Background: an optimization exercise with open tools, aiming at small area, a short achievable clock period and few clock cycles. Do not read the settings as production practice. At most, simulation tests tie the RTL to the original design; equivalence was not proved. Only the layout flow was run in run 3; the RTL was not checked for function there. Power is estimated from default activity; no workload was simulated. No driver is modelled on the clock port, so clocking that relies on it looks cheaper here than on a real chip.

## flow/design.v

```verilog
package emem_pkg;
  localparam int idx_w = 5;
  localparam int addr_w = 7;
  localparam int num_banks = 4;
  localparam int block_bytes = 32;
  localparam int data_bytes = block_bytes - 1;
  localparam logic [7:0] saved_byte = 8'h00;
  localparam logic [7:0] erased_byte = 8'hff;
endpackage
`timescale 1ns/1ps
module emem_program #(
  parameter int NUM_BANKS = emem_pkg::num_banks
) (
  input  logic                   wr_clk,
  input  logic                   reset,
  input  logic                   wr_start,
  input  logic                   rd_start,
  input  logic                   rd_busy,
  input  logic [NUM_BANKS-1:0]   bank_sel,
  output logic [NUM_BANKS-1:0]   prog_we,
  output logic                   wr_accept,
  output logic                   wr_busy,
  output logic                   wr_done
);
  logic busy_q;
  assign wr_accept = wr_start && !rd_start && !rd_busy && !busy_q;
  assign prog_we = {NUM_BANKS{wr_start && !rd_start}} & bank_sel;
  always_ff @(posedge wr_clk or negedge reset)
  begin
    if (!reset)
      busy_q <= 1'b0;
    else
      busy_q <= wr_accept;
  end
  assign wr_busy = busy_q;
  assign wr_done = busy_q;
endmodule
`timescale 1ns/1ps
module emem_array #(
  parameter int NUM_BANKS = emem_pkg::num_banks
) (
  input  logic                                   wr_clk,
  input  logic                                   em_clear,
  input  logic [NUM_BANKS-1:0]                   prog_we,
  input  logic [emem_pkg::data_bytes*8-1:0]      prog_data,
  input  logic [NUM_BANKS-1:0]                   rd_bank,
  input  logic [emem_pkg::data_bytes-1:0]        rd_byte,
  output logic [7:0]                             rd_data,
  output logic [NUM_BANKS-1:0]                   lead
);
  localparam int NBYTES = emem_pkg::data_bytes;
  localparam int W      = NBYTES * 8;
  logic [W-1:0]           cells [NUM_BANKS];
  logic [NUM_BANKS-1:0]   mark_erased;
  logic                   clear_q;
  always_ff @(posedge wr_clk)
  begin
    clear_q <= em_clear;
  end
  always_ff @(posedge wr_clk)
  begin
    for (int b = 0; b < NUM_BANKS; b++)
    begin
      cells[b]       <= (cells[b] | {W{clear_q}}) & (prog_data | {W{!prog_we[b]}});
      mark_erased[b] <= (mark_erased[b] | clear_q) & !prog_we[b];
    end
  end
  always_comb
  begin
    for (int b = 0; b < NUM_BANKS; b++)
    begin
      lead[b] = !clear_q && !em_clear;
      for (int k = 0; k <= b; k++)
        lead[b] = lead[b] && !mark_erased[k];
      if (b + 1 < NUM_BANKS)
        lead[b] = lead[b] && mark_erased[b+1];
    end
  end
  always_comb
  begin
    rd_data = '0;
    for (int b = 0; b < NUM_BANKS; b++)
      for (int j = 0; j < NBYTES; j++)
        rd_data = rd_data | ({8{rd_bank[b] & rd_byte[j]}} & cells[b][j*8 +: 8]);
  end
endmodule
`timescale 1ns/1ps
module emem_restore #(
  parameter int NUM_BANKS = emem_pkg::num_banks,
  parameter int CNT_W = $clog2(NUM_BANKS + 1)
) (
  input  logic                   wr_clk,
  input  logic                   reset,
  input  logic                   rd_start,
  input  logic                   wr_busy,
  input  logic                   wr_accept,
  input  logic [NUM_BANKS-1:0]   lead,
  input  logic [7:0]             rd_data,
  output logic [NUM_BANKS-1:0]   rd_bank,
  output logic [emem_pkg::data_bytes-1:0] rd_byte,
  output logic [NUM_BANKS-1:0]   bank_sel,
  output logic                   rd_busy,
  output logic                   rd_done,
  output logic                   init_load,
  output logic [4:0]             init_index,
  output logic [7:0]             init_data,
  output logic [CNT_W-1:0]       em_bank,
  output logic                   em_full
);
  logic              rd_accept;
  logic              found;
  logic [CNT_W-1:0]  lead_cnt;
  logic [CNT_W-1:0]  bank_count;
  logic [CNT_W-1:0]  count_next;
  logic              busy_next;
  logic              load_next;
  logic              done_next;
  assign rd_accept = rd_start && !rd_busy && !wr_busy;
  always_ff @(posedge wr_clk)
  begin
    rd_bank <= lead;
  end
  assign found = |rd_bank;
  always_comb
  begin
    lead_cnt = '0;
    for (int b = 0; b < NUM_BANKS; b++)
      if (rd_bank[b])
        lead_cnt = CNT_W'(b + 1);
  end
  always_comb
  begin
    count_next = bank_count;
    if (rd_accept)
      count_next = lead_cnt;
    else if (wr_accept && (bank_count != CNT_W'(NUM_BANKS)))
      count_next = bank_count + CNT_W'(1);
  end
  assign busy_next = rd_accept || (rd_busy && !rd_done);
  assign load_next = (rd_accept && found) || (init_load && !rd_done);
  assign done_next = (rd_accept && !found) || (init_load && rd_byte[emem_pkg::data_bytes-1]);
  always_ff @(posedge wr_clk or negedge reset)
  begin
    if (!reset)
    begin
      bank_count <= '0;
      bank_sel   <= '0;
      rd_busy    <= 1'b0;
      rd_done    <= 1'b0;
      init_load  <= 1'b0;
    end
    else
    begin
      bank_count <= count_next;
      for (int b = 0; b < NUM_BANKS; b++)
        bank_sel[b] <= !busy_next && !wr_accept && (count_next == CNT_W'(b));
      rd_busy    <= busy_next;
      rd_done    <= done_next;
      init_load  <= load_next;
    end
  end
  always_ff @(posedge wr_clk)
  begin
    rd_byte   <= load_next ? {rd_byte[emem_pkg::data_bytes-2:0], 1'b0} :
                             emem_pkg::data_bytes'(1);
    init_index <= init_load ? init_index + 5'd1 : 5'd0;
    init_data <= rd_data;
  end
  assign em_bank    = bank_count;
  assign em_full    = bank_count[CNT_W-1];
endmodule
`timescale 1ns/1ps
module emem_ctrl #(
  parameter int NUM_BANKS = emem_pkg::num_banks
) (
  input  logic          wr_clk,
  input  logic          reset,
  input  logic          em_clear,
  input  logic          rd_start,
  input  logic          wr_start,
  input  logic [247:0]  em_data,
  output logic          rd_busy,
  output logic          wr_busy,
  output logic          rd_done,
  output logic          wr_done,
  output logic          init_load,
  output logic [4:0]    init_index,
  output logic [7:0]    init_data,
  output logic [2:0]    em_bank,
  output logic          em_full
);
  localparam int CNT_W = $clog2(NUM_BANKS + 1);
  logic [NUM_BANKS-1:0] prog_we;
  logic                 wr_accept;
  logic [NUM_BANKS-1:0] bank_sel;
  logic [NUM_BANKS-1:0] rd_bank;
  logic [emem_pkg::data_bytes-1:0] rd_byte;
  logic [7:0]           rd_data;
  logic [NUM_BANKS-1:0] lead;
  emem_program #(
    .NUM_BANKS   (NUM_BANKS)
  ) u_program (
    .wr_clk      (wr_clk),
    .reset       (reset),
    .wr_start    (wr_start),
    .rd_start    (rd_start),
    .rd_busy     (rd_busy),
    .bank_sel    (bank_sel),
    .prog_we     (prog_we),
    .wr_accept   (wr_accept),
    .wr_busy     (wr_busy),
    .wr_done     (wr_done)
  );
  emem_array #(
    .NUM_BANKS   (NUM_BANKS)
  ) u_array (
    .wr_clk      (wr_clk),
    .em_clear    (em_clear),
    .prog_we     (prog_we),
    .prog_data   (em_data),
    .rd_bank     (rd_bank),
    .rd_byte     (rd_byte),
    .rd_data     (rd_data),
    .lead        (lead)
  );
  emem_restore #(
    .NUM_BANKS   (NUM_BANKS),
    .CNT_W       (CNT_W)
  ) u_restore (
    .wr_clk      (wr_clk),
    .reset       (reset),
    .rd_start    (rd_start),
    .wr_busy     (wr_busy),
    .wr_accept   (wr_accept),
    .lead        (lead),
    .rd_data     (rd_data),
    .rd_bank     (rd_bank),
    .rd_byte     (rd_byte),
    .bank_sel    (bank_sel),
    .rd_busy     (rd_busy),
    .rd_done     (rd_done),
    .init_load   (init_load),
    .init_index  (init_index),
    .init_data   (init_data),
    .em_bank     (em_bank),
    .em_full     (em_full)
  );
endmodule
```

## flow/flow/run.sh

```bash
#!/bin/bash
set -euo pipefail
bash standard.sh \
  SETUP_SLACK_MARGIN=5.5 \
  TNS_END_PERCENT=100 \
  "BUFFER_PORTS_ARGS=-buffer_cell sky130_fd_sc_hd__buf_1" \
  "CTS_ARGS=-sink_clustering_enable -repair_clock_nets -dont_use_dummy_load -sink_clustering_size 24 -sink_clustering_max_diameter 150" \
  finish > flow.log 2>&1
```

## flow/standard.sh

```bash
#!/bin/bash
# synth_recipe.tcl (not shown) runs the flow's synth.tcl, then flattens the netlist and writes it again
# the make line also repeats each setting of config.mk as NAME=value (left out here)
make -C /OpenROAD-flow-scripts/flow DESIGN_CONFIG=/design/flow/config.mk WORK_HOME=/design/flow/orfs CLKGATE_MAP_FILE= SYNTH_SCRIPT=/design/flow/synth_recipe.tcl "${@:-finish}"
```

## flow/config.mk

```make
export PLATFORM = sky130hd
export DESIGN_NAME = emem_ctrl
export DESIGN_NICKNAME = emem_ctrl
export VERILOG_FILES = /design/flow/design.v
export SDC_FILE = /design/flow/constraint.sdc
export NUM_CORES = 4
export LEC_CHECK = 0
export CAP_MARGIN = 20
export CORE_MARGIN = 2
export CORE_UTILIZATION = 65
export PLACE_DENSITY = 0.75
export SETUP_SLACK_MARGIN = 5
export SLEW_MARGIN = 20
export TNS_END_PERCENT = 100
```

## flow/constraint.sdc

```tcl
create_clock -name core_clock -period 8.0 [get_ports {wr_clk}]
set_input_delay 1.6000 -clock core_clock [delete_from_list [all_inputs] [get_ports {wr_clk}]]
set_output_delay 1.6000 -clock core_clock [all_outputs]
set_load 0.01 [all_outputs]
```

==> notes.md, run 1 <==
* Yosys cell types at 52
* Setup crit start: u_program.busy_q
* Placer Congestion at 0.956
* Initial antenna violation count at 47
* Min-Delay Endpoint: u_restore.rd_bank[3]
* I/O Buffers at between 200 and 300
* DR DRC count at 0
* Worst Skew at 19.5 ps
* Post-synth EDFFs at 0
* Vias in the first global route at 30000
* Final total power at ~8.4 mW
* Critical Path Source Type: register
* Crit path depth at 1
* Cell family with most CP delay: flip-flops
* Die H at ~240 um
* Layout cells sized above 1 at 7.52%
* Largest net degree at the start of global routing at around 250
* Final hold slack at 444 ps
* Die X at 243 um
* Fin worst setup slack at just over 5000 ps
* Synth warnings at 4
* Setup TNS at 0 ps
* Max stage delay cell, worst path: dfrtp_1
* Final nets at 3581
* Hold/Removal Path Class: reg -> reg
* Commonest cells after routing, fill and taps aside: 1017 x dfxtp_1, 992 x o22a_1, 252 x buf_1
* Hold depth at 1
* Total CTS buffers at 49
* TritonCTS clock tree: built
* Maxcap violations at 0
* Worst path max stage delay at 420 ps
* Antenna-violating nets left at 0
* Count of pins over their slew limit at 0
* Routed length per instance at between 40 and 50 um
* Clock sinks at 1056
* Fmax at 0.356 GHz
* Final HPWL DP at 103000 um
* Pre-antenna DRT Iters at 7
* First-pass GRT wire length at 225000 um
* Clock root buffer: clkbuf_16
* Routed wire length at 170000 um
* Main flop type after synthesis: dfxtp_1
* Leakage power at around 14 nW
* Non-filler instance count after layout at 4107
* Area Growth Syn to Fin at 10.8%
* Initial core utilization at 65.8%
* Register area share after synthesis at 57.0%
* Cells along the critical path: clkbuf_2
* Synth top area cells: dfxtp_1 56%, o22a_1 23%, a22oi_1 4.7%
* Syn Nets at 3473
* Final setup violation count at 0
* H-tree depth at 2
* Initial DRC count at 6962
* Clk slew on worst S/H paths at 100 ps
* Final min period at 2810 ps
* Total GRT Usage at a little over half
* Boundary Pins at 275
* Status: no timing/DRC/antenna violations
* Reg-to-reg startpoint: u_restore.rd_bank[1]
* Die area at 0.0591 mm^2
* Drt via density at 8.29
* Worst-path maximum fanout at 3
* Hold path startpoint: u_array.mark_erased[3]
* FF-to-FF path depth at 5
* Seq cells post-synth at 1056
* Worst path buffer plus inverter count at 1
* Worst R2R End: u_restore.init_data[7]
* Netlist Area Pre-Place at 0.0372 mm^2
* Total gr overflow at 0
* Capturing element type of the critical path: output port
* Final number of hold-violating endpoints at 0
* # rows at 87
* Worst EP required at 6400 ps
* Gate Count Post-Synth at 3217
* Worst VDD drop at 0.205 mV
* Yosys top cell by area: dfxtp_1
* Syn Area/Cell at 11.6 um^2
* Pwr Density at approximately 200 mW/mm^2
* Slew at the pin with the worst max-slew slack at 1250 ps
* Worst reg-to-reg setup slack at 5190 ps
* Crit Path Class: reg -> out
* RSZ-0062 raised after global routing: yes
* DP Worst Slack at roughly 3800 ps
* Tcrit/Tclk final at 35.1%
* DP Cell Count at 3961
* Post-synth top area share at a little under three fifths
* Worst EP arrival at between 1000 and 1500 ps
* Clock buffer depth at 3
* Commonest non-fill, non-tap cell in the layout: dfxtp_1
* Clock latency (worst-skew pair) at between 600 and 700 ps
* Vias at 34000
* Ys async rst share at between 1 and 1.5%
* Slew margin rel. at between 10% and 20%
* Placeable Area at between 0.05 and 0.06 mm^2
==> state kept, by name (all words and copies together), names as in the netlist <==
name                  flops
u_restore.init_load       1
u_array.cells           992
u_program.busy_q          1
u_restore.init_index      5
u_restore.rd_done         1
u_array.mark_erased       4
u_restore.init_data       8
u_restore.rd_bank         4
u_restore.rd_byte        31
u_restore.bank_sel        4
u_restore.bank_count      3
u_restore.rd_busy         1
u_array.clear_q           1
==> worst max-delay path by stage <==
stage	slack, ps	endpoint
floorplan	5320	u_restore.bank_sel[3]
global placement	3860	u_array.cells[0][88]
detailed placement	3770	u_array.cells[0][10]
CTS	5190	em_bank[2]
global route	5170	em_full
finish	5190	wr_busy
==> synthesized netlist by cell type (4+ instances only) <==
master and instances:
a2111oi_0 5, a21oi_1 14, a221oi_1 91, a222oi_1 31
a22o_1 132, a22oi_1 231, a31oi_1 6, and2_1 32
and3_1 14, buf_1 41, buf_2 21, clkbuf_1 277
dfrtp_1 11, dfxtp_1 1045, inv_1 5, nand2_1 44
nand3_1 85, nand4_1 57, nor2_1 14, o211ai_1 4
o21a_1 4, o21ai_0 16, o22a_1 992
==> report_power, final <==
group	internal, mW	switching (mW)	total (mW)
Clock	1.10	1.67	2.77
Sequential	5.25	0.00419	5.25
Combinational	0.0577	0.295	0.352
Total	6.41	1.97	8.37
==> metal layers <==
layer  GRT usage, %  wire length, um
met1           68.6            57400
met2           72.1            66100
met3           20.5            29500
met4           41.8            16900
met5              0              194
==> cell type report <==
| cell class | instances | area [um^2] |
|---|---|---|
| Timing Repair Buffer | 396 | 2840 |
| Fill cell | 4087 | 15300 |
| Inverter | 6 | 22.5 |
| Sequential cell | 1056 | 21300 |
| Multi-Input combinational cell | 1816 | 14800 |
| Tap cell | 756 | 946 |
| Clock buffer | 49 | 1230 |
| Antenna cell | 28 | 70.1 |
==> metrics by stage <==
stage / util, % / instance area [um^2]
after CTS: 71.9 / 40600
after global placement: 67.9 / 38400
after floorplan: - / 37500
after detailed placement: 67.9 / 38400
after global routing: 72.9 / 41200
final: 72.9 / 41200
==> what timing repair did <==
item / 4_1_cts / 5_1_grt
endpoints found under the setup margin: 1027 / 708
resized for setup: 116 / 34
hold buffers: 0 / 0
gates cloned: 14 / 15
setup buffers: 34 / 5
pin swaps: 10 / 5
==> kinds of logic after synthesis <==
family	count (synthesis)	synth area share, %
flops	1056	57.0
buf+inv	348	3.63
xor+xnor	5	0.118
fa+ha+maj	3	0.101
compound gates	1542	35.3
simple gates	262	3.76
mux	1	0.0269
Testbench counts, summed over its fixed seeds: cycles 9,354.
==> run 2: changes to the inputs <==
==> flow/flow/run.sh (replaced) <==
#!/bin/bash
set -euo pipefail
bash standard.sh \
  SETUP_SLACK_MARGIN=5.2 \
  TNS_END_PERCENT=100 \
  "BUFFER_PORTS_ARGS=-buffer_cell sky130_fd_sc_hd__buf_1" \
  "CTS_ARGS=-sink_clustering_enable -repair_clock_nets -dont_use_dummy_load -sink_clustering_size 30 -sink_clustering_max_diameter 150" \
  finish > flow.log 2>&1
--- a/flow/config.mk
+++ b/flow/config.mk
@@ -9,4 +9,4 @@
 export CORE_MARGIN = 2
-export CORE_UTILIZATION = 65
-export PLACE_DENSITY = 0.75
+export CORE_UTILIZATION = 50
+export PLACE_DENSITY = 0.65
 export SETUP_SLACK_MARGIN = 5
==> run 2 against run 1 <==
Net effect:
- via count decreased by 5.6%
- power decreased by 2.3%
- sequential cell count unchanged
- largest cell class unchanged
- largest power group unchanged
==> notes.md, run 2 <==
* Worst path max stage delay at 550 ps (+130 ps)
* Dominant cell by count in the synthesized netlist: dfxtp_1
* Final min period at 2920 ps (+107 ps)
* Yosys top cell by area: dfxtp_1
* Initial DRC count at 4923 (-29%)
* Max stage delay cell, worst path: dfxtp_1
* Main flop type after synthesis: dfxtp_1
* Clock buffer depth at 3 (unchanged)
* Yosys cell types at 52 (unchanged)
* Ys async rst share at 1.04% (unchanged)
* Post-synth top area share at 56.3% (unchanged)
* Largest register FFs at 992 (unchanged)
* Slew margin rel. at 28.7% (+12 points)
* FF-to-FF path depth at 6 (+1)
* Layout cells sized above 1 at 4.57% (-3.0 points)
* Maxcap violations at 0 (unchanged)
* Placer Congestion at 0.948 (-0.86%)
* Routed wire length at 165000 um (-2.9%)
* Total gr overflow at 0 (unchanged)
* Area Growth Syn to Fin at 7.91%
* Worst-path maximum fanout at 25 (+22)
* Pwr Density at 204 mW/mm^2 (+0.29%)
* Critical Path Source Type: register
* Final setup violation count at 0 (unchanged)
* Setup crit start: u_restore.rd_byte[9]
* Cells along the critical path: buf_6 -> a22oi_1 -> nand3_2 -> a221o_1 -> a211oi_1 -> nand4_1
* Setup TNS at 0 ps (unchanged)
* I/O Buffers at 274 (unchanged)
* Worst reg-to-reg setup slack at 5080 ps (-110 ps)
* DP Cell Count at 4171 (+5.3%)
* Final number of hold-violating endpoints at 0 (unchanged)
* Worst EP required at 8340 ps (+1940 ps)
* Register area share after synthesis at 57.0% (unchanged)
* Clock latency (worst-skew pair) at 650 ps (about the same)
* # fillers at 6345 (+55%)
* Hold path startpoint: u_restore.init_index[0]
* First-pass GRT wire length at 226000 um (+0.44%)
* Worst Skew at 61.4 ps (+41.9 ps)
* Cell family with most CP delay: compound AO/OA/AOI/OAI gates
* Final nets at 3520 (-1.7%)
* Initial core utilization at 50.8% (-15 points)
* Vias in the first global route at 29500 (-1.9%)
* Leakage power at 12.9 nW (-5.0%)
* Fmax at 0.343 GHz (-3.7%)
* Synth top area cells: dfxtp_1 56%, o22a_1 23%, a22oi_1 4.7%
* Worst R2R End: u_restore.init_data[0]
* Hold/Removal Path Class: reg -> reg
* Worst EP arrival at 3260 ps (+2050 ps)
* Post-CTS Hold Buffers at 0 (unchanged)
* Status: no timing/DRC/antenna violations
* Vias at 32100 (-5.6%)
* Syn Area/Cell at 11.6 um^2 (unchanged)
* Crit path depth at 6 (+5)
* Netlist Area Pre-Place at 0.0372 mm^2 (unchanged)
* Clk slew on worst S/H paths at 120 ps (+20 ps)
* TritonCTS clock tree: built
* Die X at 277 um (+14%)
* Initial antenna violation count at 38 (-19%)
* Syn Nets at 3473 (unchanged)
* # rows at 99 (+14%)
* RSZ-0062 raised after global routing: yes
* Largest reg by FF count: u_array.cells
* Commonest cells after routing, fill and taps aside: 1032 x dfxtp_1, 992 x o22a_1, 263 x buf_1
* Placeable Area at 0.0732 mm^2 (+30%)
* Worst VDD drop at 0.162 mV (-21%)
* Final core utilization at 54.8% (-18 points)
* Worst path buffer plus inverter count at 1 (unchanged)
* M2 GR Usage at 60.0% (-12 points)
* H-tree depth at 2 (unchanged)
* Post-synth EDFFs at 0 (unchanged)
* Tcrit/Tclk final at 36.5% (+1.3 points)
* Reg-to-reg startpoint: u_restore.rd_byte[9]
* Die H at 277 um (+14%)
* Clock sinks at 1056 (unchanged)
* Total CTS buffers at 41 (-16%)
* Largest net degree at the start of global routing at 239 (-5.2%)
* Pre-antenna DRT Iters at 9 (+2)
* Clock root buffer: clkbuf_16
* Boundary Pins at 275 (unchanged)
* Capturing element type of the critical path: register
* Antenna-violating nets left at 0 (unchanged)
* Hold depth at 1 (unchanged)
* DR DRC count at 0 (unchanged)
* Min-Delay Endpoint: u_restore.init_index[0]
* Commonest non-fill, non-tap cell in the layout: dfxtp_1
* Synth warnings at 4 (unchanged)
* Count of pins over their slew limit at 0 (unchanged)
* Top Usage Layer GRT: met2
* Commonest cells in the netlist: 1045 x dfxtp_1, 992 x o22a_1, 277 x clkbuf_1, 231 x a22oi_1, 132 x a22o_1
* Slew at the pin with the worst max-slew slack at 1070 ps (-182 ps)
* Final HPWL DP at 110000 um (+6.2%)
* Routed length per instance at 39.0 um (-5.9%)
* Total GRT Usage at 41.0% (-13 points)
* Met1 global-route usage at 53.7% (-15 points)
* Gate Count Post-Synth at 3217 (unchanged)
* Non-filler instance count after layout at 4239 (+3.2%)
* Biggest regs: u_array.cells x992, u_restore.rd_byte x31, u_restore.init_data x8
* Drt via density at 7.58 (-8.6%)
* Die area at 0.0765 mm^2 (+29%)
* Met3 Resource Use GR at 9.99% (-11 points)
* Crit Path Class: reg -> reg
* Seq cells post-synth at 1056 (unchanged)
[run 2: cell counts after synthesis]
Identical to the previous run, type by type.
[run 2: layout make-up]
type	count	area (um^2)	share of cell area, %
diodes	18	45.0	0.112
inverters	6	22.5	0.0562
flip-flops and latches	1056	21200	52.9
multi-input cells	1814	14700	36.7
clock buffers	41	1030	2.56
repair buffers	345	1860	4.63
well taps	959	1200	2.99
[run 2: cells by family after synthesis]
| kind of cell | Yosys count | synth area share [%] |
|---|---|---|
| adder cells (fa/ha/maj) | 3 | 0.101 |
| multiplexers | 1 | 0.0269 |
| AO/OA/AOI/OAI | 1542 | 35.3 |
| flip-flops | 1056 | 57.0 |
| buffers and inverters | 348 | 3.63 |
| AND/OR/NAND/NOR | 262 | 3.76 |
| XOR/XNOR | 5 | 0.118 |
[run 2: worst max-delay path by stage]
stage | to | slack, ps
floorplan | u_array.cells[3][238] | 5210
global placement | u_array.cells[1][133] | 3640
detailed placement | u_array.cells[3][223] | 3500
CTS | u_array.cells[3][186] | 5080
global route | wr_busy | 5170
finish | u_restore.init_data[0] | 5080
[run 2: metrics by stage]
step / total power, mW / setup slack (ps) / hold slack [ps] / instance area, um^2
final: 8.18 / 5080 / 450 / 40100
after global routing: 8.34 / 5170 / 477 / 40100
after CTS: 8.14 / 5080 / 459 / 39800
after detailed placement: 5.70 / 3500 / 441 / 38600
after global placement: 5.70 / 3640 / 425 / 38600
after floorplan: 5.46 / 5210 / 413 / 37200
[run 2: repair_timing]
item	CTS	global route
hold endpoints to repair	0	0
cloned	0	3
setup endpoints to repair	932	708
setup buffers	2	4
pin swaps	0	3
resized for setup	29	38
[run 2: where the power goes]
| part | leakage, nW | internal [mW] | switching, mW | total, mW |
|---|---|---|---|---|
| Clock | 0.505 | 0.932 | 1.64 | 2.57 |
| Sequential | 8.60 | 5.26 | 0.00434 | 5.26 |
| Combinational | 3.77 | 0.0554 | 0.293 | 0.349 |
| Total | 12.9 | 6.24 | 1.93 | 8.18 |
[run 2: per-layer routing]
metal / vias to the layer above / share of wire [%]
li1: 13000 / -
met1: 16400 / 38
met2: 2241 / 42
met3: 508 / 11
met4: 34 / 7.9
met5: - / 0.14
==> run 3: changes to the inputs <==
--- a/flow/design.v
+++ b/flow/design.v
@@ -109,2 +109,3 @@
 );
+  localparam logic [4:0] LAST_IDX = 5'(emem_pkg::data_bytes - 1);
   logic              rd_accept;
@@ -140,3 +141,3 @@
   assign load_next = (rd_accept && found) || (init_load && !rd_done);
-  assign done_next = (rd_accept && !found) || (init_load && rd_byte[emem_pkg::data_bytes-1]);
+  assign done_next = (rd_accept && !found) || (init_load && rd_byte[LAST_IDX]);
   always_ff @(posedge wr_clk or negedge reset)
--- a/flow/flow/run.sh
+++ b/flow/flow/run.sh
@@ -3,3 +3,3 @@
 bash standard.sh \
-  SETUP_SLACK_MARGIN=5.2 \
+  SETUP_SLACK_MARGIN=5.5 \
   TNS_END_PERCENT=100 \
==> run 3 against run 2 <==
Net effect:
- still clean
- utilization grew 1.1 points
- register-to-register slack gained 250 ps
- worst hold slack gained 14 ps
- largest cell class unchanged
- largest power group unchanged
==> notes.md, run 3 <==
* Largest reg by FF count: u_array.cells
* Final hold slack at 465 ps (+14.5 ps)
* Commonest cells in the netlist: 1045 x dfxtp_1, 992 x o22a_1, 242 x a22oi_1, 222 x clkbuf_1, 113 x a22o_1
* Setup TNS at 0 ps (unchanged)
* Reg-to-reg startpoint: u_restore.rd_byte[23]
* Initial DRC count at 5732 (+16%)
* Boundary Pins at 275 (unchanged)
* Initial core utilization at 50.7% (about the same)
* Final HPWL DP at 109000 um (-0.95%)
* Antenna-violating nets left at 0 (unchanged)
* Count of pins over their slew limit at 0 (unchanged)
* DR DRC count at 0 (unchanged)
* Final number of hold-violating endpoints at 0 (unchanged)
* Synth warnings at 5 (+1)
* Largest net degree at the start of global routing at 238 (-0.42%)
* Pwr Density at 200 mW/mm^2 (-1.9%)
* Layout cells sized above 1 at 6.42% (+1.8 points)
* Clock root buffer: clkbuf_16
* Maxcap violations at 0 (unchanged)
* Final min period at 2780 ps (-140 ps)
* Total GRT Usage at 42.4% (+1.4 points)
* Compound-cell area share of the yosys netlist at 35.4% (+0.11 points)
* Total gr overflow at 0 (unchanged)
* Sequential cell area at 0.0212 mm^2 (about the same)
* Min-Delay Endpoint: u_restore.rd_bank[3]
* Drt via density at 7.68 (+1.3%)
* # fillers at 6285 (-0.95%)
* Final core utilization at 55.8% (+1.1 points)
* Hold path startpoint: u_array.mark_erased[3]
* Status: no timing/DRC/antenna violations
* Placeable Area at 0.0732 mm^2 (unchanged)
* Routed length per instance at 40.7 um (+4.6%)
* Fmax at 0.360 GHz (+5.1%)
* Die H at 277 um (about the same)
* Slew margin rel. at 11.3% (-17 points)
* Ys async rst share at 1.04% (unchanged)
* Cells along the critical path: clkbuf_2
* Final nets at 3546 (+0.74%)
* Post-CTS Hold Buffers at 0 (unchanged)
* Routed wire length at 174000 um (+5.6%)
* Clock sinks at 1056 (unchanged)
* Yosys top cell by area: dfxtp_1
* Yosys cell types at 50 (-3.8%)
* Clk slew on worst S/H paths at 110 ps (about the same)
* Synth Area in XOR/XNOR at 0.118% (about the same)
* Capturing element type of the critical path: output port
* Main flop type after synthesis: dfxtp_1
* Worst Skew at 77.5 ps (+16.0 ps)
* I/O Buffers at 274 (unchanged)
* Die area at 0.0765 mm^2 (about the same)
* Post-synth top area share at 56.3% (about the same)
* Syn Area/Cell at 11.6 um^2 (+0.36%)
* Hold/Removal Path Class: reg -> reg
* Tcrit/Tclk final at 34.7% (-1.8 points)
* Worst reg-to-reg setup slack at 5330 ps (+250 ps)
* Worst EP arrival at 1180 ps (-2080 ps)
* Final instance area at 0.0409 mm^2 (+2.0%)
* # rows at 99 (unchanged)
* Post-Synth Adder-Cell Area at 0.101% (about the same)
* Worst path buffer plus inverter count at 1 (unchanged)
* Register area share after synthesis at 57.1% (about the same)
* Worst R2R End: u_restore.init_data[1]
* Worst-path maximum fanout at 3 (-88%)
* H-tree depth at 2 (unchanged)
* Crit Path Class: reg -> out
* Total CTS buffers at 41 (unchanged)
* Vias at 32900 (+2.3%)
* Gate Count Post-Synth at 3204 (-0.40%)
* Worst VDD drop at 0.174 mV (+7.3%)
* Area of the multi-input gates at 0.0148 mm^2 (+0.14%)
* Seq cells post-synth at 1056 (unchanged)
* FF-to-FF path depth at 6 (unchanged)
* Slew at the pin with the worst max-slew slack at 1330 ps (+261 ps)
* Post-DP Area at 0.0385 mm^2 (-0.25%)
* Commonest non-fill, non-tap cell in the layout: dfxtp_1
* Critical Path Source Type: register
* TritonCTS clock tree: built
* Main combinational cell family by area after synthesis: compound AO/OA/AOI/OAI gates
* Placer Congestion at 0.925 (-2.4%)
* Non-filler instance count after layout at 4280 (+0.97%)
* Multiplexer area fraction after synthesis at 0.0269% (about the same)
* Worst path max stage delay at 410 ps (-140 ps)
* Vias in the first global route at 29900 (+1.5%)
* Max stage delay cell, worst path: dfrtp_1
* Commonest cells after routing, fill and taps aside: 1022 x dfxtp_1, 992 x o22a_1, 253 x buf_1
* Die X at 277 um (about the same)
* Clock latency (worst-skew pair) at 640 ps (about the same)
* Simple-gate share of the synthesized area at 3.45% (-0.32 points)
* Clock buffer depth at 3 (unchanged)
* DP Cell Count at 4157 (-0.34%)
* Initial antenna violation count at 57 (+50%)
* Largest register FFs at 992 (unchanged)
* RSZ-0062 raised after global routing: yes
* Syn Nets at 3460 (-0.37%)
* Final setup violation count at 0 (unchanged)
* Pre-antenna DRT Iters at 8 (-1)
* Post-synth EDFFs at 0 (unchanged)
* Netlist Area Pre-Place at 0.0371 mm^2 (about the same)
* Leakage power at 13.2 nW (+2.6%)
* Cell family with most CP delay: flip-flops
* Worst EP required at 6400 ps (-1940 ps)
* Biggest regs: u_array.cells x992, u_restore.rd_byte x31, u_restore.init_data x8
* Hold depth at 1 (unchanged)
* First-pass GRT wire length at 233000 um (+2.9%)
* Synth top area cells: dfxtp_1 56%, o22a_1 23%, a22oi_1 4.9%
* Area Growth Syn to Fin at 10.1%
* Dominant cell by count in the synthesized netlist: dfxtp_1
## run 3: cell count changes after synthesis, sizes merged, moves of 5 or more
cell,delta
clkbuf,-55
buf,+50
nand3,-16
nor2,+5
a21oi,+6
nand4,-5
nand2,-5
a22o,-19
a22oi,+11
nor3,+6
## run 3: logic make-up (layout without fill, tap and decap cells)
group / count (synthesis) / after routing
mux: 1 / 1
compound gates: 1552 / 1552
xor+xnor: 5 / 5
simple gates: 241 / 248
buf+inv: 346 / 423
other cells: 0 / 33
flops: 1056 / 1056
fa+ha+maj: 3 / 3
## run 3: worst max-delay path by stage
stage,startpoint,end,slack [ps],cells past startpoint
floorplan,wr_start,u_restore.bank_sel[3],5380,7
global placement,wr_start,u_array.cells[2][126],3590,6
detailed placement,rd_start,u_array.cells[2][14],3520,6
CTS,u_restore.rd_done,rd_done,5200,1
global route,u_restore.rd_done,rd_done,5180,1
finish,u_restore.bank_count[2],em_full,5220,1
## run 3: power by group
group | switching, mW | internal, mW | leakage (nW)
combinational | 0.279 | 0.0610 | 4.09
clock | 1.64 | 0.933 | 0.505
sequential | 0.00395 | 5.26 | 8.61
## run 3: metal layers
| layer | global-route usage (%) | up-vias | part of all wire, % | wire, um |
|---|---|---|---|---|
| li1 | - | 13000 | - | - |
| met2 | 62.8 | 2412 | 43 | 74500 |
| met5 | 0 | - | 0.11 | 200 |
| met4 | 28.4 | 34 | 7.8 | 13600 |
| met1 | 54.1 | 16800 | 37 | 64600 |
| met3 | 11.7 | 563 | 12 | 21600 |
## run 3: stage by stage
step	power, mW	setup WS [ps]
after floorplan	5.46	5380
after global placement	5.68	3590
after detailed placement	5.68	3520
after CTS	8.13	5200
after global routing	8.33	5180
final	8.17	5220
## run 3: final cells by class
class,instances,share of cell area (%)
flip-flops and latches,1056,51.9
diodes,33,0.202
well taps,959,2.93
repair buffers,373,6.26
multi-input cells,1809,36.1
inverters,9,0.0826
clock buffers,41,2.51
## run 3: timing repair
action | CTS | global route
endpoints found under the setup margin | 1033 | 614
pin swaps | 7 | 8
gates resized for setup | 91 | 30
cloned | 11 | 14
buffers inserted | 18 | 6
==> run 4: changes to the inputs <==
--- a/flow/design.v
+++ b/flow/design.v
@@ -78,8 +78,14 @@
   end
-  always_comb
-  begin
+  logic [7:0] bank_data [NUM_BANKS];
+  always_comb
+  begin
+    for (int b = 0; b < NUM_BANKS; b++)
+    begin
+      bank_data[b] = '0;
+      for (int j = 0; j < NBYTES; j++)
+        bank_data[b] = bank_data[b] | ({8{rd_byte[j]}} & cells[b][j*8 +: 8]);
+    end
     rd_data = '0;
     for (int b = 0; b < NUM_BANKS; b++)
-      for (int j = 0; j < NBYTES; j++)
-        rd_data = rd_data | ({8{rd_bank[b] & rd_byte[j]}} & cells[b][j*8 +: 8]);
+      rd_data = rd_data | ({8{rd_bank[b]}} & bank_data[b]);
   end
@@ -109,3 +115,2 @@
 );
-  localparam logic [4:0] LAST_IDX = 5'(emem_pkg::data_bytes - 1);
   logic              rd_accept;
@@ -141,3 +146,3 @@
   assign load_next = (rd_accept && found) || (init_load && !rd_done);
-  assign done_next = (rd_accept && !found) || (init_load && rd_byte[LAST_IDX]);
+  assign done_next = (rd_accept && !found) || (init_load && rd_byte[emem_pkg::data_bytes-1]);
   always_ff @(posedge wr_clk or negedge reset)
==> run 4 against run 3 <==
Net effect:
- still clean
- cell count is 0.82% lower
- sequential share of layout area is 0.40 points lower
- critical path depth stayed put
- sequential power hardly changed
- clock-buffer cell count stayed put
- wire length is 2.3% lower
- sequential cell count stayed put
- worst setup slack worse by 7.4 ps
==> notes.md, run 4 <==
* Worst VDD drop at 0.200 mV (+15%)
* Largest reg by FF count: u_array.cells
* Hold/Removal Path Class: reg -> reg
* Commonest non-fill, non-tap cell in the layout: dfxtp_1
* Worst R2R End: u_restore.init_data[3]
* # rows at 99 (unchanged)
* Worst Skew at 62.3 ps (-15.1 ps)
* Yosys top cell by area: dfxtp_1
* Final setup violation count at 0 (unchanged)
* Boundary Pins at 275 (unchanged)
* Count of pins over their slew limit at 0 (unchanged)
* Netlist Area Pre-Place at 0.0368 mm^2 (-1.0%)
* Routed length per instance at 40.1 um (-1.5%)
* Layout cells sized above 1 at 8.00% (+1.6 points)
* Clk slew on worst S/H paths at 110 ps (about the same)
* DP Cell Count at 4057 (-2.4%)
* TritonCTS clock tree: built
* Synth warnings at 5 (unchanged)
* Commonest cells in the netlist: 1045 x dfxtp_1, 992 x o22a_1, 252 x a22oi_1, 218 x clkbuf_1, 118 x buf_2
* Setup crit start: u_restore.rd_done
* Cells along the critical path: buf_2
* Seq cells post-synth at 1056 (unchanged)
* RSZ-0062 raised after global routing: yes
* Largest register FFs at 992 (unchanged)
* Dominant cell by count in the synthesized netlist: dfxtp_1
* Drt via density at 7.67 (about the same)
* Fmax at 0.359 GHz (-0.26%)
* Ys async rst share at 1.04% (unchanged)
* Post-synth EDFFs at 0 (unchanged)
* Worst path max stage delay at 400 ps (about the same)
* Placer Congestion at 0.954 (+3.1%)
* Final core utilization at 56.6% (+0.73 points)
* Routed wire length at 170000 um (-2.3%)
* Vias at 32600 (-0.89%)
* Clock buffer depth at 3 (unchanged)
* Reg-to-reg startpoint: u_restore.rd_byte[21]
* Leakage power at 13.5 nW (+2.2%)
* Net switching power at 1.90 mW (-1.2%)
* Clock latency (worst-skew pair) at 630 ps (about the same)
* Total GRT Usage at 42.1% (-0.36 points)
* Slew at the pin with the worst max-slew slack at 1370 ps (+38.2 ps)
* Commonest cells after routing, fill and taps aside: 1018 x dfxtp_1, 992 x o22a_1, 250 x a22oi_1, 250 x buf_1, 99 x a22o_1
* Crit path depth at 1 (unchanged)
* Max stage delay cell, worst path: dfrtp_1
* Antenna-violating nets left at 0 (unchanged)
* Post-synth top area share at 56.9% (+0.58 points)
* Main flop type after synthesis: dfxtp_1
* Vias in the first global route at 29200 (-2.3%)
* Largest net degree at the start of global routing at 212 (-11%)
* Final min period at 2790 ps (+7.38 ps)
* Final number of hold-violating endpoints at 0 (unchanged)
* First-pass GRT wire length at 225000 um (-3.4%)
* Initial antenna violation count at 80 (+40%)
* Non-filler instance count after layout at 4245 (-0.82%)
* Slew margin rel. at 8.76% (-2.5 points)
* # fillers at 6210 (-1.2%)
* Worst reg-to-reg setup slack at 5470 ps (+140 ps)
* Worst EP arrival at 1190 ps (about the same)
* Placeable Area at 0.0728 mm^2 (-0.51%)
* Sequential cell area at 0.0212 mm^2 (about the same)
* Worst EP required at 6400 ps (about the same)
* Worst-path maximum fanout at 2 (-1)
* Pwr Density at 198 mW/mm^2 (-0.98%)
* Clock root buffer: clkbuf_16
* DR DRC count at 0 (unchanged)
* Initial DRC count at 6226 (+8.6%)
* Area of the multi-input gates at 0.0145 mm^2 (-1.8%)
* Crit Path Class: reg -> out
* Comb power frac at 4.0% (-0.2 points)
* Die H at 275 um (-0.51%)
* Die X at 275 um (-0.51%)
* Sw Share at 23.3% (-0.23 points)
* Area Growth Syn to Fin at 12.1%
* Synth top area cells: dfxtp_1 57%, o22a_1 24%, a22oi_1 5.1%
* Setup crit end: rd_done
* Syn Area/Cell at 11.8 um^2 (+1.9%)
* Register area share after synthesis at 57.7% (+0.59 points)
* Setup TNS at 0 ps (unchanged)
* Clk pwr share at 31.5% (about the same)
* Total CTS buffers at 41 (unchanged)
* Pre-antenna DRT Iters at 9 (+1)
* Worst path buffer plus inverter count at 1 (unchanged)
* Biggest regs: u_array.cells x992, u_restore.rd_byte x31, u_restore.init_data x8
* Syn Nets at 3369 (-2.6%)
* Cell family with most CP delay: flip-flops
* Internal power at 6.26 mW (+0.10%)
* Die area at 0.0757 mm^2 (-1.0%)
* Final nets at 3484 (-1.7%)
* H-tree depth at 2 (unchanged)
* Final HPWL DP at 104000 um (-4.3%)
* Critical Path Source Type: register
* Capturing element type of the critical path: output port
* Clock sinks at 1056 (unchanged)
* Yosys cell types at 38 (-24%)
* Register share of total power at 64.5% (+0.2 points)
* Total gr overflow at 0 (unchanged)
* Maxcap violations at 0 (unchanged)
* FF-to-FF path depth at 5 (-1)
* Tcrit/Tclk final at 34.8% (+0.092 points)
* Status: no timing/DRC/antenna violations
* Gate Count Post-Synth at 3113 (-2.8%)
* Initial core utilization at 50.5% (-0.26 points)
* I/O Buffers at 274 (unchanged)
[run 4: cell count changes after synthesis, sizes merged, moves of 7 or more]
cell | before | now
a31oi | 10 | 1
nand3 | 69 | 46
nand2 | 39 | 9
a41oi | 7 | 0
nor2 | 19 | 10
buf | 115 | 126
nor3 | 8 | 1
and3 | 10 | 0
a22oi | 242 | 252
nand4 | 52 | 73
a21oi | 20 | 1
a22o | 113 | 99
o41ai | 0 | 21
[run 4: layer usage]
metal / wire [um] / track usage [%] / vias to the layer above
met1: 61600 / 53.2 / 16300
li1: - / - / 12800
met5: 221 / 0 / -
met2: 71400 / 61.3 / 2703
met4: 14500 / 30.0 / 34
met3: 22700 / 12.4 / 652
[run 4: timing repair]
| item | in CTS | in global routing |
|---|---|---|
| hold buffers | 0 | 0 |
| pin swaps | 8 | 17 |
| cloned | 27 | 24 |
| resized for setup | 92 | 46 |
| setup buffers | 31 | 5 |
| setup endpoints to repair | 1027 | 524 |
[run 4: how the worst min path moves through the flow]
stage / slack (ps) / end / from / cells after the start
6_report: 450 / u_restore.rd_bank[3] / u_array.mark_erased[3] / 1
3_3_place_gp: 420 / u_restore.rd_bank[3] / u_array.mark_erased[3] / 1
3_5_place_dp: 440 / u_restore.rd_byte[1] / u_restore.rd_byte[0] / 1
5_1_grt: 480 / u_restore.rd_bank[3] / u_array.mark_erased[3] / 1
4_1_cts: 450 / u_restore.rd_bank[3] / u_array.mark_erased[3] / 1
2_1_floorplan: 410 / u_restore.rd_bank[3] / u_array.mark_erased[3] / 1
[run 4: area by class of cell]
type | instances | share of cell area (%)
Antenna cell | 60 | 0.364
Sequential cell | 1056 | 51.5
Tap cell | 959 | 2.91
Clock buffer | 41 | 2.49
Inverter | 5 | 0.0455
Multi-Input combinational cell | 1722 | 35.1
Timing Repair Buffer | 402 | 7.51
[run 4: power by group through the flow]
stage	Sequential, mW	Clock (mW)	Combinational, mW
after global routing	5.26	2.73	0.326
after CTS	5.26	2.54	0.304
after floorplan	5.38	0	0.0908
after detailed placement	5.38	0	0.284
final	5.26	2.57	0.329
after global placement	5.38	0	0.281
[run 4: through the flow]
stage                     hold slack, ps  power (mW)  setup slack, ps  cell area, um^2
final                                450        8.16             5210            41200
after global routing                 477        8.32             5200            41200
after detailed placement             437        5.67             3870            38100
after CTS                            454        8.11             5210            40400
after global placement               423        5.66             3920            38100
after floorplan                      413        5.47             5290            37600
[run 4: cell families (layout without fill, tap and decap cells)]
family,count (synthesis),after routing,synth area share [%]
buffers and inverters,349,448,3.99
adder cells (fa/ha/maj),3,3,0.102
AND/OR/NAND/NOR,182,196,2.89
flip-flops,1056,1056,57.7
AO/OA/AOI/OAI,1517,1517,35.2
other,0,60,0
XOR/XNOR,6,6,0.143
Testbench counts of run 4, summed over its fixed seeds: cycles 9,354.
==> run 5: changes to the inputs <==
==> flow/flow/run.sh (replaced) <==
#!/bin/bash
set -euo pipefail
bash standard.sh \
  SETUP_SLACK_MARGIN=5.5 \
  TNS_END_PERCENT=100 \
  "BUFFER_PORTS_ARGS=-buffer_cell sky130_fd_sc_hd__buf_1" \
  "CTS_ARGS=-sink_clustering_enable -repair_clock_nets -dont_use_dummy_load -sink_clustering_size 27 -sink_clustering_max_diameter 150" \
  finish > flow.log 2>&1
==> run 5 against run 4 <==
Net effect:
- design area up 1.5%
- wire length up 1.7%
- sequential share of layout area down 0.77 points
- worst setup slack worse by 31 ps
- utilization up 0.86 points
- critical path depth unchanged
- synthesized cell count unchanged
- clock-buffer cell count up 4
- critical endpoint is now em_full
==> notes.md, run 5 <==
* Yosys cell types at 38 (unchanged)
* Final HPWL DP at 104000 um (unchanged)
* Final min period at 2820 ps (+30.9 ps)
* Seq cells post-synth at 1056 (unchanged)
* Routed wire length at 173000 um (+1.7%)
* Clock root buffer: clkbuf_16
* Clock latency (worst-skew pair) at 650 ps (+20 ps)
* Initial core utilization at 50.5% (unchanged)
* Total GRT Usage at 42.4% (+0.36 points)
* Non-filler instance count after layout at 4275 (+0.71%)
* Post-Synth Adder-Cell Area at 0.102% (unchanged)
* Tcrit/Tclk final at 35.2% (+0.39 points)
* FF-to-FF path depth at 6 (+1)
* Cell family with most CP delay: flip-flops
* Synth Area in XOR/XNOR at 0.143% (unchanged)
* Placer Congestion at 0.954 (unchanged)
* Synth top area cells: dfxtp_1 57%, o22a_1 24%, a22oi_1 5.1%
* Fmax at 0.355 GHz (-1.1%)
* Pre-antenna DRT Iters at 8 (-1)
* First-pass GRT wire length at 226000 um (+0.72%)
* I/O Buffers at 274 (unchanged)
* Worst reg-to-reg setup slack at 5400 ps (-70 ps)
* Netlist Area Pre-Place at 0.0368 mm^2 (unchanged)
* Total gr overflow at 0 (unchanged)
* Placeable Area at 0.0728 mm^2 (unchanged)
* # rows at 99 (unchanged)
* Area Growth Syn to Fin at 13.8%
* Final nets at 3513 (+0.83%)
* Crit Path Class: reg -> out
* Syn Area/Cell at 11.8 um^2 (unchanged)
* Vias at 33100 (+1.6%)
* Commonest cells after routing, fill and taps aside: 1018 x dfxtp_1, 992 x o22a_1, 251 x a22oi_1
* Main combinational cell family by area after synthesis: compound AO/OA/AOI/OAI gates
* Initial antenna violation count at 76 (-5.0%)
* Pwr Density at 197 mW/mm^2 (-0.25%)
* Final setup violation count at 0 (unchanged)
* Worst R2R End: u_restore.init_data[0]
* Worst EP arrival at 1220 ps (+30 ps)
* Drt via density at 7.74 (+0.90%)
* Crit path depth at 1 (unchanged)
* Final core utilization at 57.4% (+0.86 points)
* Status: no timing/DRC/antenna violations
* Final hold slack at 445 ps (-4.76 ps)
* Worst VDD drop at 0.143 mV (-29%)
* Post-synth top area share at 56.9% (unchanged)
* Slew margin rel. at 24.6% (+16 points)
* Worst path buffer plus inverter count at 1 (unchanged)
* Largest reg by FF count: u_array.cells
* Gate Count Post-Synth at 3113 (unchanged)
* DP Worst Slack at 3870 ps (unchanged)
* Main flop type after synthesis: dfxtp_1
* Fin worst setup slack at 5180 ps (-30.9 ps)
* Worst EP required at 6400 ps (about the same)
* Final number of hold-violating endpoints at 0 (unchanged)
* Hold/Removal Path Class: reg -> reg
* Reg-to-reg startpoint: u_restore.rd_byte[2]
* Commonest non-fill, non-tap cell in the layout: dfxtp_1
* Worst Skew at 66.2 ps (+3.88 ps)
* Final instance area at 0.0418 mm^2 (+1.5%)
* Count of pins over their slew limit at 0 (unchanged)
* H-tree depth at 2 (unchanged)
* Die area at 0.0757 mm^2 (unchanged)
* TritonCTS clock tree: built
* Largest net degree at the start of global routing at 212 (unchanged)
* Clk slew on worst S/H paths at 110 ps (about the same)
* Setup crit end: em_full
* Die H at 275 um (unchanged)
* Routed length per instance at 40.5 um (+0.96%)
* Worst-path maximum fanout at 3 (+1)
* DP Cell Count at 4057 (unchanged)
* Layout cells sized above 1 at 8.82% (+0.82 points)
* Leakage power at 13.9 nW (+2.6%)
* Post-DP Area at 0.0381 mm^2 (unchanged)
* Simple-gate share of the synthesized area at 2.89% (unchanged)
* Post-synth EDFFs at 0 (unchanged)
* Setup crit start: u_restore.bank_count[2]
* DR DRC count at 0 (unchanged)
* Post-CTS Hold Buffers at 0 (unchanged)
* Compound-cell area share of the yosys netlist at 35.2% (unchanged)
* RSZ-0062 raised after global routing: yes
* Multiplexer area fraction after synthesis at 0% (unchanged)
* Initial DRC count at 6132 (-1.5%)
* Register area share after synthesis at 57.7% (unchanged)
* Largest register FFs at 992 (unchanged)
* Ys async rst share at 1.04% (unchanged)
* Biggest regs: u_array.cells x992, u_restore.rd_byte x31, u_restore.init_data x8
* Cells along the critical path: clkbuf_2
* Clock sinks at 1056 (unchanged)
* Clock buffer depth at 3 (unchanged)
* Total CTS buffers at 45 (+9.8%)
* Capturing element type of the critical path: output port
* Synth warnings at 5 (unchanged)
* Antenna-violating nets left at 0 (unchanged)
* Syn Nets at 3369 (unchanged)
* Die X at 275 um (unchanged)
* Worst path max stage delay at 420 ps (+20 ps)
* Dominant cell by count in the synthesized netlist: dfxtp_1
* Critical Path Source Type: register
* Commonest cells in the netlist: 1045 x dfxtp_1, 992 x o22a_1, 252 x a22oi_1, 218 x clkbuf_1, 118 x buf_2
* Maxcap violations at 0 (unchanged)
* # fillers at 6128 (-1.3%)
* Yosys top cell by area: dfxtp_1
* Vias in the first global route at 29600 (+1.2%)
* Max stage delay cell, worst path: dfrtp_1
* Setup TNS at 0 ps (unchanged)
* Slew at the pin with the worst max-slew slack at 1130 ps (-238 ps)
* Boundary Pins at 275 (unchanged)
* Final total power at 8.26 mW (+1.3%)
## run 5: cell counts after synthesis
Identical to the previous run, type by type.
## run 5: worst min-delay path by stage
stage                                 from                    to  slack [ps]  cells after the start
floorplan           u_array.mark_erased[3]  u_restore.rd_bank[3]         410                      1
global placement    u_array.mark_erased[3]  u_restore.rd_bank[3]         420                      1
detailed placement    u_restore.rd_byte[0]  u_restore.rd_byte[1]         440                      1
CTS                   u_restore.rd_byte[0]  u_restore.rd_byte[1]         440                      1
global route          u_restore.rd_byte[0]  u_restore.rd_byte[1]         470                      1
finish                u_restore.rd_byte[0]  u_restore.rd_byte[1]         450                      1
## run 5: final cells by class
type / instances / area (um^2) / share of cell area (%)
repair buffers: 427 / 3630 / 8.68
multi-input cells: 1722 / 14500 / 34.6
flip-flops and latches: 1056 / 21200 / 50.8
inverters: 5 / 18.8 / 0.0449
well taps: 959 / 1200 / 2.87
clock buffers: 45 / 1130 / 2.69
diodes: 61 / 153 / 0.365
## run 5: kinds of logic after synthesis
family          Yosys count
compound gates         1517
fa+ha+maj                 3
simple gates            182
buf+inv                 349
xor+xnor                  6
flops                  1056
## run 5: where the power goes
group          total (mW)  switching [mW]  internal, mW  leakage, nW
sequential           5.26         0.00635          5.25         8.61
clock                2.67            1.66          1.01        0.555
combinational       0.330           0.263        0.0670         4.70
## run 5: repair_timing
action / in CTS / in global routing
setup endpoints to repair: 1026 / 554
resized for setup: 98 / 59
cloned: 30 / 36
setup buffers: 33 / 13
pin swaps: 9 / 15
## run 5: routing by layer
layer / GRT usage (%) / share of wire (%)
met1: 53.1 / 36
met4: 31.7 / 8.9
met5: 0 / 0.078
met2: 60.9 / 41
met3: 13.7 / 14
==> run 6: changes to the inputs <==
--- a/flow/flow/run.sh
+++ b/flow/flow/run.sh
@@ -3,3 +3,3 @@
 bash standard.sh \
-  SETUP_SLACK_MARGIN=5.5 \
+  SETUP_SLACK_MARGIN=5.35 \
   TNS_END_PERCENT=100 \
==> run 6 against run 5 <==
Net effect:
- sequential cell count is the same
- clock skew grew 1.2 ps
- clock power is essentially flat
- wire length shrank 7.9%
- first-iteration DRC count shrank 19%
- power shrank 0.63%
- clock-buffer cell count is the same
- cell count shrank 2.2%
- critical path depth is the same
- sequential share of layout area grew 2.3 points
- highest routed layer unchanged
==> notes.md, run 6 <==
* Status: no timing/DRC/antenna violations
* Pwr Density at 205 mW/mm^2 (+3.9%)
* Initial DRC count at 4952 (-19%)
* Commonest cells in the netlist: 1045 x dfxtp_1, 992 x o22a_1, 252 x a22oi_1, 218 x clkbuf_1, 118 x buf_2
* First-pass GRT wire length at 217000 um (-4.2%)
* Worst path buffer plus inverter count at 1 (unchanged)
* Antenna-violating nets left at 0 (unchanged)
* Final number of hold-violating endpoints at 0 (unchanged)
* Vias at 31100 (-6.1%)
* Ys async rst share at 1.04% (unchanged)
* Syn Nets at 3369 (unchanged)
* Fmax at 0.356 GHz (+0.23%)
* Total CTS buffers at 45 (unchanged)
* Tcrit/Tclk final at 35.1% (-0.082 points)
* Dominant cell by count in the synthesized netlist: dfxtp_1
* Cells along the critical path: buf_6
* Die H at 275 um (unchanged)
* Syn Area/Cell at 11.8 um^2 (unchanged)
* Final min period at 2810 ps (-6.52 ps)
* Clock sinks at 1056 (unchanged)
* Net switching power at 1.88 mW (-2.2%)
* Seq cells post-synth at 1056 (unchanged)
* Maxcap violations at 0 (unchanged)
* Setup TNS at 0 ps (unchanged)
* Boundary Pins at 275 (unchanged)
* Total gr overflow at 0 (unchanged)
* Worst Skew at 67.4 ps (+1.19 ps)
* DR DRC count at 0 (unchanged)
* Comb power frac at 3.8% (-0.2 points)
* Register share of total power at 64.1% (+0.4 points)
* Biggest regs: u_array.cells x992, u_restore.rd_byte x31, u_restore.init_data x8
* H-tree depth at 2 (unchanged)
* Synth warnings at 5 (unchanged)
* Placer Congestion at 0.938 (-1.7%)
* Cell family with most CP delay: flip-flops
* Total GRT Usage at 40.3% (-2.1 points)
* Yosys top cell by area: dfxtp_1
* Hold/Removal Path Class: reg -> reg
* Slew at the pin with the worst max-slew slack at 1320 ps (+188 ps)
* Routed length per instance at 38.2 um (-5.8%)
* Worst VDD drop at 0.213 mV (+49%)
* RSZ-0062 raised after global routing: yes
* Slew margin rel. at 12.1% (-13 points)
* Max stage delay cell, worst path: dfrtp_2
* Commonest cells after routing, fill and taps aside: 1025 x dfxtp_1, 992 x o22a_1, 252 x a22oi_1, 252 x buf_1, 99 x a22o_1
* Routed wire length at 160000 um (-7.9%)
* Synth top area cells: dfxtp_1 57%, o22a_1 24%, a22oi_1 5.1%
* Post-CTS Hold Buffers at 0 (unchanged)
* Largest net degree at the start of global routing at 255 (+20%)
* Post-synth EDFFs at 0 (unchanged)
* Placeable Area at 0.0728 mm^2 (unchanged)
* Worst EP arrival at 1210 ps (about the same)
* Gate Count Post-Synth at 3113 (unchanged)
* Count of pins over their slew limit at 0 (unchanged)
* Final hold slack at 467 ps (+22.3 ps)
* Critical Path Source Type: register
* Layout cells sized above 1 at 5.84% (-3.0 points)
* TritonCTS clock tree: built
* Worst EP required at 6400 ps (about the same)
* Die area at 0.0757 mm^2 (unchanged)
* Yosys cell types at 38 (unchanged)
* Area Growth Syn to Fin at 8.82%
* Register area share after synthesis at 57.7% (unchanged)
* Initial antenna violation count at 73 (-3.9%)
* Post-synth top area share at 56.9% (unchanged)
* Initial core utilization at 50.5% (unchanged)
* Final setup violation count at 0 (unchanged)
* Final nets at 3428 (-2.4%)
* Capturing element type of the critical path: output port
* Worst-path maximum fanout at 2 (-1)
* Die X at 275 um (unchanged)
* I/O Buffers at 274 (unchanged)
* Clock root buffer: clkbuf_16
* Vias in the first global route at 28800 (-2.5%)
* Clock latency (worst-skew pair) at 640 ps (about the same)
* Drt via density at 7.43 (-4.0%)
* Clock buffer depth at 3 (unchanged)
* Commonest non-fill, non-tap cell in the layout: dfxtp_1
* Clk slew on worst S/H paths at 110 ps (about the same)
* Sw Share at 22.9% (-0.38 points)
* Clk pwr share at 32.2% (about the same)
* Largest register FFs at 992 (unchanged)
* Final HPWL DP at 105000 um (+0.98%)
* Netlist Area Pre-Place at 0.0368 mm^2 (unchanged)
* Largest reg by FF count: u_array.cells
* Crit Path Class: reg -> out
* Leakage power at 12.8 nW (-7.3%)
* Main flop type after synthesis: dfxtp_1
* Internal power at 6.33 mW (-0.14%)
* # rows at 99 (unchanged)
* Worst path max stage delay at 440 ps (+20 ps)
* Pre-antenna DRT Iters at 8 (unchanged)
==> run 6: routing by layer <==
metal	wire [um]	global-route usage (%)
met1	60400	51.2
met4	10900	26.6
met2	69300	60.0
met5	245	0
met3	18700	11.4
==> run 6: timing repair <==
| item | 4_1_cts | 5_1_grt |
|---|---|---|
| endpoints found under the setup margin | 876 | 635 |
| pin swaps | 5 | 2 |
| gates resized for setup | 60 | 24 |
| cloned | 5 | 6 |
| setup buffers | 12 | 4 |
==> run 6: cell families after synthesis <==
group / count (synthesis) / synth area share, %
compound gates: 1517 / 35.2
flops: 1056 / 57.7
buf+inv: 349 / 3.99
simple gates: 182 / 2.89
xor+xnor: 6 / 0.143
fa+ha+maj: 3 / 0.102
==> run 6: worst paths after layout <==
| path | slack [ps] | cells past startpoint | start | endpoint |
|---|---|---|---|---|
| worst max register to register | 5250 | 5 | u_restore.rd_byte[21] | u_restore.init_data[3] |
| max in group asynchronous | 6620 | 1 | reset | u_restore.rd_busy |
| worst min-delay path | 470 | 1 | u_array.mark_erased[3] | u_restore.rd_bank[3] |
| worst min register to register | 470 | 1 | u_array.mark_erased[3] | u_restore.rd_bank[3] |
| worst max-delay path | 5190 | 1 | u_restore.rd_busy | rd_busy |
| min in group asynchronous | 940 | 1 | reset | u_restore.bank_count[0] |
==> run 6: area by class of cell <==
class / instances / area (um^2)
Fill cell: 6362 / 32800
Sequential cell: 1056 / 21200
Multi-Input combinational cell: 1711 / 14200
Timing Repair Buffer: 353 / 2060
Tap cell: 959 / 1200
Clock buffer: 45 / 1130
Antenna cell: 52 / 130
Inverter: 5 / 18.8
==> run 6: stage by stage <==
| stage | util (%) | setup slack (ps) | power (mW) | area (um^2) | instances |
|---|---|---|---|---|---|
| 2_1_floorplan | - | 5290 | 5.46 | 36800 | 3113 |
| 3_3_place_gp | 52.3 | 4080 | 5.66 | 38100 | 4057 |
| 3_5_place_dp | 52.3 | 4010 | 5.67 | 38100 | 4057 |
| 4_1_cts | 54.4 | 5170 | 8.19 | 39600 | 4119 |
| 5_1_grt | 54.9 | 5160 | 8.39 | 40000 | 4163 |
| 6_report | 54.9 | 5190 | 8.21 | 40000 | 4181 |
==> run 6: power groups by stage <==
| stage | Combinational [mW] | Sequential, mW | Clock, mW |
|---|---|---|---|
| detailed placement | 0.284 | 5.38 | 0 |
| global placement | 0.282 | 5.38 | 0 |
| finish | 0.309 | 5.26 | 2.64 |
| CTS | 0.292 | 5.26 | 2.64 |
| floorplan | 0.0887 | 5.38 | 0 |
| global route | 0.309 | 5.26 | 2.82 |
==> run 7: changes to the inputs <==
--- a/flow/flow/run.sh
+++ b/flow/flow/run.sh
@@ -3,3 +3,3 @@
 bash standard.sh \
-  SETUP_SLACK_MARGIN=5.35 \
+  SETUP_SLACK_MARGIN=5.3 \
   TNS_END_PERCENT=100 \
==> run 7 against run 6 <==
Net effect:
- still clean
- synthesized cell count unchanged
- cell count down 0.36%
- wire length up 0.32%
- worst setup slack better by 20 ps
- register-to-register slack worse by 20 ps
- sequential share of layout area up 0.15 points
- worst hold slack worse by 12 ps
- critical path depth unchanged
- power up 0.11%
- clock skew up 30 ps
- critical path type unchanged
- critical endpoint is now em_full
- largest power group unchanged
==> notes.md, run 7 <==
* Vias at 31000 (-0.40%)
* Boundary Pins at 275 (unchanged)
* Clock latency (worst-skew pair) at 650 ps (about the same)
* Cell family with most CP delay: flip-flops
* Sequential cell area at 0.0212 mm^2 (about the same)
* Dominant cell by count in the synthesized netlist: dfxtp_1
* TritonCTS clock tree: built
* Final number of hold-violating endpoints at 0 (unchanged)
* Clk slew on worst S/H paths at 100 ps (about the same)
* Commonest cells after routing, fill and taps aside: 1025 x dfxtp_1, 992 x o22a_1, 253 x buf_1
* Slew at the pin with the worst max-slew slack at 1240 ps (-82.2 ps)
* Final core utilization at 54.8% (-0.15 points)
* Slew margin rel. at 17.5% (+5.4 points)
* Yosys cell types at 38 (unchanged)
* Initial DRC count at 4575 (-7.6%)
* # rows at 99 (unchanged)
* Clk pwr share at 32.3% (about the same)
* Worst path max stage delay at 450 ps (about the same)
* Worst EP required at 6400 ps (about the same)
* Final HPWL DP at 106000 um (+0.64%)
* Total CTS buffers at 45 (unchanged)
* Fmax at 0.358 GHz (+0.71%)
* Register share of total power at 64.0% (about the same)
* Area of the multi-input gates at 0.0142 mm^2 (about the same)
* Vias in the first global route at 28600 (-0.69%)
* Worst Skew at 97.3 ps (+29.9 ps)
* Setup TNS at 0 ps (unchanged)
* Metal3 WL at 18200 um (-2.8%)
* Antenna-violating nets left at 0 (unchanged)
* Highest metal used: met5
* Final total power at 8.22 mW (+0.11%)
* Ys async rst share at 1.04% (unchanged)
* Initial core utilization at 50.5% (unchanged)
* Worst EP arrival at 1190 ps (-20 ps)
* Routed wire length at 160000 um (+0.32%)
* Post-synth EDFFs at 0 (unchanged)
* Net switching power at 1.89 mW (+0.46%)
* Main flop type after synthesis: dfxtp_1
* Yosys top cell by area: dfxtp_1
* Leakage power at 12.8 nW (-0.28%)
* Final hold slack at 456 ps (-11.7 ps)
* Netlist Area Pre-Place at 0.0368 mm^2 (unchanged)
* Biggest regs: u_array.cells x992, u_restore.rd_byte x31, u_restore.init_data x8
* Max stage delay cell, worst path: dfrtp_2
* Area Growth Syn to Fin at 8.52%
* Fin worst setup slack at 5210 ps (+19.7 ps)
* Crit Path Class: reg -> out
* Gate Count Post-Synth at 3113 (unchanged)
* Initial antenna violation count at 70 (-4.1%)
* H-tree depth at 2 (unchanged)
* Routed length per instance at 38.4 um (+0.68%)
* Non-filler instance count after layout at 4166 (-0.36%)
* Syn Area/Cell at 11.8 um^2 (unchanged)
* Sw Share at 23.0% (+0.080 points)
* Capturing element type of the critical path: output port
* Maxcap violations at 0 (unchanged)
* Total GRT Usage at 40.5% (+0.18 points)
* Clock root buffer: clkbuf_16
* Comb power frac at 3.7% (about the same)
* Die X at 275 um (unchanged)
* Post-DP Area at 0.0381 mm^2 (about the same)
* Final setup violation count at 0 (unchanged)
* Count of pins over their slew limit at 0 (unchanged)
* Placeable Area at 0.0728 mm^2 (unchanged)
* Status: no timing/DRC/antenna violations
* DR DRC count at 0 (unchanged)
* Register area share after synthesis at 57.7% (unchanged)
* Die H at 275 um (unchanged)
* Critical Path Source Type: register
* Final nets at 3422 (-0.18%)
* Post-synth top area share at 56.9% (unchanged)
* Layout cells sized above 1 at 5.72% (-0.12 points)
* # fillers at 6382 (+0.31%)
* Drt via density at 7.43 (about the same)
* Post-CTS Hold Buffers at 0 (unchanged)
* Total gr overflow at 0 (unchanged)
* RSZ-0062 raised after global routing: yes
* Clock buffer depth at 3 (unchanged)
* Clock sinks at 1056 (unchanged)
* Worst-path maximum fanout at 3 (+1)
* Met2 WL at 69100 um (-0.26%)
* Seq cells post-synth at 1056 (unchanged)
* Die area at 0.0757 mm^2 (unchanged)
* Worst path buffer plus inverter count at 1 (unchanged)
* DP Cell Count at 4052 (-0.12%)
* Tcrit/Tclk final at 34.9% (-0.25 points)
* Internal power at 6.33 mW (about the same)
* Cells along the critical path: buf_6
* I/O Buffers at 274 (unchanged)
* Final instance area at 0.0399 mm^2 (-0.28%)
* Largest register FFs at 992 (unchanged)
* Largest net degree at the start of global routing at 235 (-7.8%)
* Met1 Routed Length at 60000 um (-0.64%)
* Final min period at 2790 ps (-19.7 ps)
* Pre-antenna DRT Iters at 8 (unchanged)
* Synth warnings at 5 (unchanged)
* First-pass GRT wire length at 217000 um (+0.11%)
* Largest reg by FF count: u_array.cells
* Commonest non-fill, non-tap cell in the layout: dfxtp_1
* Syn Nets at 3369 (unchanged)
* Hold/Removal Path Class: reg -> reg
* DP Worst Slack at 3980 ps (-22.7 ps)
* Pwr Density at 206 mW/mm^2 (+0.39%)
* Worst VDD drop at 0.165 mV (-23%)
* Commonest cells in the netlist: 1045 x dfxtp_1, 992 x o22a_1, 252 x a22oi_1, 218 x clkbuf_1, 118 x buf_2
* Synth top area cells: dfxtp_1 57%, o22a_1 24%, a22oi_1 5.1%
* Placer Congestion at 0.952 (+1.5%)
[run 7: layout make-up]
cell class,count,area share (%)
flip-flops and latches,1056,53.2
multi-input cells,1711,35.7
repair buffers,347,4.96
well taps,959,3.01
clock buffers,45,2.82
diodes,43,0.270
inverters,5,0.0470
[run 7: kinds of logic after synthesis]
kind of cell	after synthesis	synth area share, %
compound gates	1517	35.2
xor+xnor	6	0.143
buf+inv	349	3.99
flops	1056	57.7
fa+ha+maj	3	0.102
simple gates	182	2.89
[run 7: final timing paths]
check                                   startpoint                       to  slack, ps  cells after the start
max                        u_restore.bank_count[2]                  em_full       5210                      1
min                         u_array.mark_erased[0]     u_restore.rd_bank[0]        460                      1
max reg2reg                  u_restore.rd_byte[26]   u_restore.init_data[6]       5230                      6
min reg2reg                 u_array.mark_erased[0]     u_restore.rd_bank[0]        460                      1
max in group asynchronous                    reset    u_restore.bank_sel[0]       6580                      1
min in group asynchronous                    reset  u_restore.bank_count[2]        960                      1
[run 7: routing by layer]
layer / global-route usage, % / vias up
met5: 0 / -
met4: 28.8 / 34
met3: 11.3 / 431
met2: 60.1 / 1948
met1: 50.8 / 15900
li1: - / 12700
[run 7: repair_timing]
| action | 4_1_cts | 5_1_grt |
|---|---|---|
| cloned | 6 | 3 |
| pin swaps | 2 | 2 |
| setup buffers | 12 | 5 |
| endpoints found under the setup margin | 826 | 231 |
| resized for setup | 53 | 22 |
[run 7: power groups by stage]
| stage | Sequential (mW) | Clock (mW) | Combinational (mW) |
|---|---|---|---|
| floorplan | 5.38 | 0 | 0.0887 |
| CTS | 5.26 | 2.65 | 0.289 |
| finish | 5.26 | 2.65 | 0.308 |
| global route | 5.26 | 2.83 | 0.309 |
| global placement | 5.38 | 0 | 0.280 |
| detailed placement | 5.38 | 0 | 0.282 |

==> re-timing with driven ports <==
Ports are ideal in the flow. The routed layouts listed here were re-timed in OpenROAD.
Step 1 sets driving cells, clkbuf_16 on the clock port and buf_2 on the other inputs (assumed; they add their load-dependent delay and slew).
Step 2 also shifts input and output timing later by t, the mid clock arrival at the registers, as if the neighbouring blocks saw the same clock.
Three values: ideal ports, drivers, drivers and shift; two values: the first two.
run | shift t [ns] | setup slack, ns | slew at the worst register clock pin (ns) | worst data-port slew with drivers (ns)
run 1 | 0.707 | 5.188 / 5.122 / 4.814 | 0.10 / 0.10 | 0.28
run 2 | 0.693 | 5.082 / 5.082 / 4.622 | 0.12 / 0.12 | 0.30
run 3 | 0.679 | 5.222 / 5.150 / 4.767 | 0.12 / 0.12 | 0.28
run 4 | 0.678 | 5.214 / 5.139 / 4.768 | 0.12 / 0.12 | 0.31
run 5 | 0.695 | 5.184 / 5.111 / 4.662 | 0.11 / 0.11 | 0.32
run 6 | 0.676 | 5.190 / 5.118 / 4.688 | 0.11 / 0.11 | 0.30
run 7 | 0.667 | 5.210 / 5.142 / 4.688 | 0.11 / 0.11 | 0.29
After both steps every run listed still meets setup and hold.
